What follows belongs to an exercise in optimizing a design on an open flow for small area, a short achievable clock period and few clock cycles per item; a production flow would make more cautious choices. Only simulation tests tie the RTL to the original design; equivalence was not proved. Power is estimated from default activity; no workload was simulated.

// moesi_cache_top
module moesi_cache_top
(
  input  logic  clk,
  input  logic  rst_n,
  input  logic  cpu_read_req,
  input  cache_pkg::addr_t cpu_read_addr,
  output logic  cpu_read_ack,
  output cache_pkg::data_t cpu_read_data,
  input  logic  cpu_write_req,
  input  cache_pkg::addr_t cpu_write_addr,
  input  cache_pkg::data_t cpu_write_data,
  output logic  cpu_write_ack,
  output logic  read_s,
  output logic  read_ex,
  output cache_pkg::addr_t cache_req_addr,
  output logic  write_back,
  output cache_pkg::tag_t  wb_tag,
  output cache_pkg::data_t wb_data,
  input  logic  read_s_ack,
  input  logic  read_ex_ack,
  input  cache_pkg::data_t mem_data,
  input  logic  shared,
  input  logic  inv_req,
  input  cache_pkg::addr_t inv_addr,
  output logic  inv_ack,
  input  logic  gets_req,
  input  cache_pkg::addr_t gets_addr,
  output logic  gets_ack,
  output cache_pkg::data_t owned_data
);
export LEC_CHECK = 0
export CAP_MARGIN = 20
export CORE_MARGIN = 2
export CORE_UTILIZATION = 60
export CTS_CLUSTER_DIAMETER = 100
export CTS_CLUSTER_SIZE = 20
export SETUP_SLACK_MARGIN = 3.5
export SLEW_MARGIN = 20
create_clock -name core_clock -period 7.0 [get_ports {clk}]
run.sh (not shown) runs the stock make flow with config.mk's settings and CLKGATE_MAP_FILE= SYNTH_SCRIPT=/design/flow/synth_recipe.tcl, a recipe that flattens the netlist after the stock synthesis.
The starting point went through all stages and came out clean.
Testbench counts at the start, summed over its fixed seeds: cycles 84,376, items 24,000.
Then changed:
Settings changed: SETUP_SLACK_MARGIN 3.5 to 3.6.
Outcome: Via count rises slightly; count of clock-buffer cells in the layout stays the same; total power rises slightly; area after synthesis is unchanged; routed wire length rises slightly; sequential power stays flat; clock skew is about the same.
Then changed:
Settings changed: SETUP_SLACK_MARGIN 3.6 to 3.8.
The new run finished with timing, DRC and antenna clean.
Utilization grows by 3.0 points.
First-iteration DRC count grows by 1.1%.
Routed wire length stays flat.
Total power grows by 1.6%.
Sequential power is about the same.
Worst setup slack improved by 0.035 ns.

========
Another version of the RTL of moesi_cache_top (not shown whole).
Size in the first run: about 1,700 flip-flops, roughly 100 I/O pins.
clock: 7.0 ns
lec_check: 0
cap_margin: 20
core_margin: 2
core_utilization: 60
cts_cluster_diameter: 100
cts_cluster_size: 20
setup_slack_margin: 3.5
slew_margin: 20
tns_end_percent: 10
The starting point finished with timing, DRC and antenna clean.
Testbench counts at the start, summed over its fixed seeds: cycles 84,376, items 24,000.
Then changed:
SETUP_SLACK_MARGIN = 3.4   (was 3.5)
TNS_END_PERCENT = unset   (was 10)
Maximum frequency grows by 4.7%.
Design area increases by 0.39%.
Total power went up by 0.55%.
Worst hold slack loses 5.0 ps.
Global-route usage goes up by 0.11 points.
Setup slack gains 180 ps.
Core utilization increases by 0.28 points.
Via count barely changes.
Synthesized area does not change.

========
== v37 ==
Another version of the RTL of moesi_cache_top (not shown whole).
Size in the first run: ~3,900 cells after synthesis, roughly 100 I/O pins.
Settings: LEC_CHECK=0, CAP_MARGIN=20, CORE_MARGIN=2, CORE_UTILIZATION=60, CTS_CLUSTER_DIAMETER=100, CTS_CLUSTER_SIZE=20, SETUP_SLACK_MARGIN=3.0, SLEW_MARGIN=20; clock period 7.0 ns.
Testbench counts of v37, summed over its fixed seeds: cycles 84,376, items 24,000.
Modified inputs, v18 compared to v37
--- a/flow/config.mk
+++ b/flow/config.mk
@@ -12,3 +12,3 @@
 export CTS_CLUSTER_SIZE = 20
-export SETUP_SLACK_MARGIN = 3.0
+export SETUP_SLACK_MARGIN = 3.6
 export SLEW_MARGIN = 20
### Flow results
- Relative to v37, wire length on met3 has increased by 1700 um in v18.
- Area: v18 vs v37 -> v18 larger
- Any difference in clock-pin slew on the worst setup and hold paths between v37 and v18 is small enough to ignore.
- Compared with v37, v18 shows a higher final HPWL from detailed placement.
The following lists how v31 was set up differently from v18:
--- a/flow/config.mk
+++ b/flow/config.mk
@@ -12,3 +12,3 @@
 export CTS_CLUSTER_SIZE = 20
-export SETUP_SLACK_MARGIN = 3.6
+export SETUP_SLACK_MARGIN = 3.4
 export SLEW_MARGIN = 20
Findings:
v31 | status: complete | timing, DRC, antenna: pass. v31 vs v18: final cell count without fillers down. In terms of detailed-route via count, v31 and v18 differ only marginally. v18 → v31: design area shrank by about 0.8%, core utilization has decreased. Going from v18 to v31, buffer levels on the longest clock path roughly the same, proportion of cell area spent on the clock network held steady, global routing met3 resource utilization moved down. Against v18, sum of internal, switching and leakage power in v31 fell slightly. Taking v18 as the reference, in v31 area after synthesis level, combinational power moved down, number of non-clock buffers in the layout moved down.
What v44 does differently from v31 at the input level:
--- a/flow/config.mk
+++ b/flow/config.mk
@@ -12,3 +12,3 @@
 export CTS_CLUSTER_SIZE = 20
-export SETUP_SLACK_MARGIN = 3.4
+export SETUP_SLACK_MARGIN = 3.8
 export SLEW_MARGIN = 20
- On average detailed-routed wire length per instance, v44 and v31 are neck and neck.
- Changes observed in v44 relative to v31: worst IR drop on VDD increased by 2.3% relative to the old numbers; placer congestion estimate now larger; global-route wire length before repair has increased.

==> separate check: timing with driven ports <==
In the flow no input, the clock included, has a driving cell. The finished layouts below were timed again as built, in two steps. Step 1, drivers: a clkbuf_16 drives clk and a buf_2 each remaining input, both assumed. Step 2 also shifts input and output timing later by t, the mid clock arrival at the registers, as if the neighbouring blocks saw the same clock. Three values: ideal ports, drivers, drivers and shift; two values: the first two.
run | t, ns | setup slack, ns | worst setup path at the end
the first run of note 1 | 0.779 | 3.412 / 3.425 / 2.673 | input to register
the second run of note 1 | 0.774 | 3.363 / 3.405 / 2.631 | input to register
the third run of note 1 | 0.790 | 3.398 / 3.355 / 2.565 | input to register
the first run of note 2 | 0.792 | 2.906 / 2.938 / 2.147 | input to register
the second run of note 2 | 0.810 | 3.089 / 3.125 / 2.315 | input to register
v37 | 0.772 | 2.878 / 2.924 / 2.153 | input to register
v18 | 0.798 | 3.094 / 3.126 / 2.328 | input to register
v31 | 0.786 | 3.082 / 3.119 / 2.334 | input to register
v44 | 0.807 | 3.290 / 3.320 / 2.513 | input to register
After both steps every run listed still meets setup and hold. For the third run of note 1, which loses most, drivers alone change the setup slack by -0.043 ns; drivers and shift together by -0.833 ns.
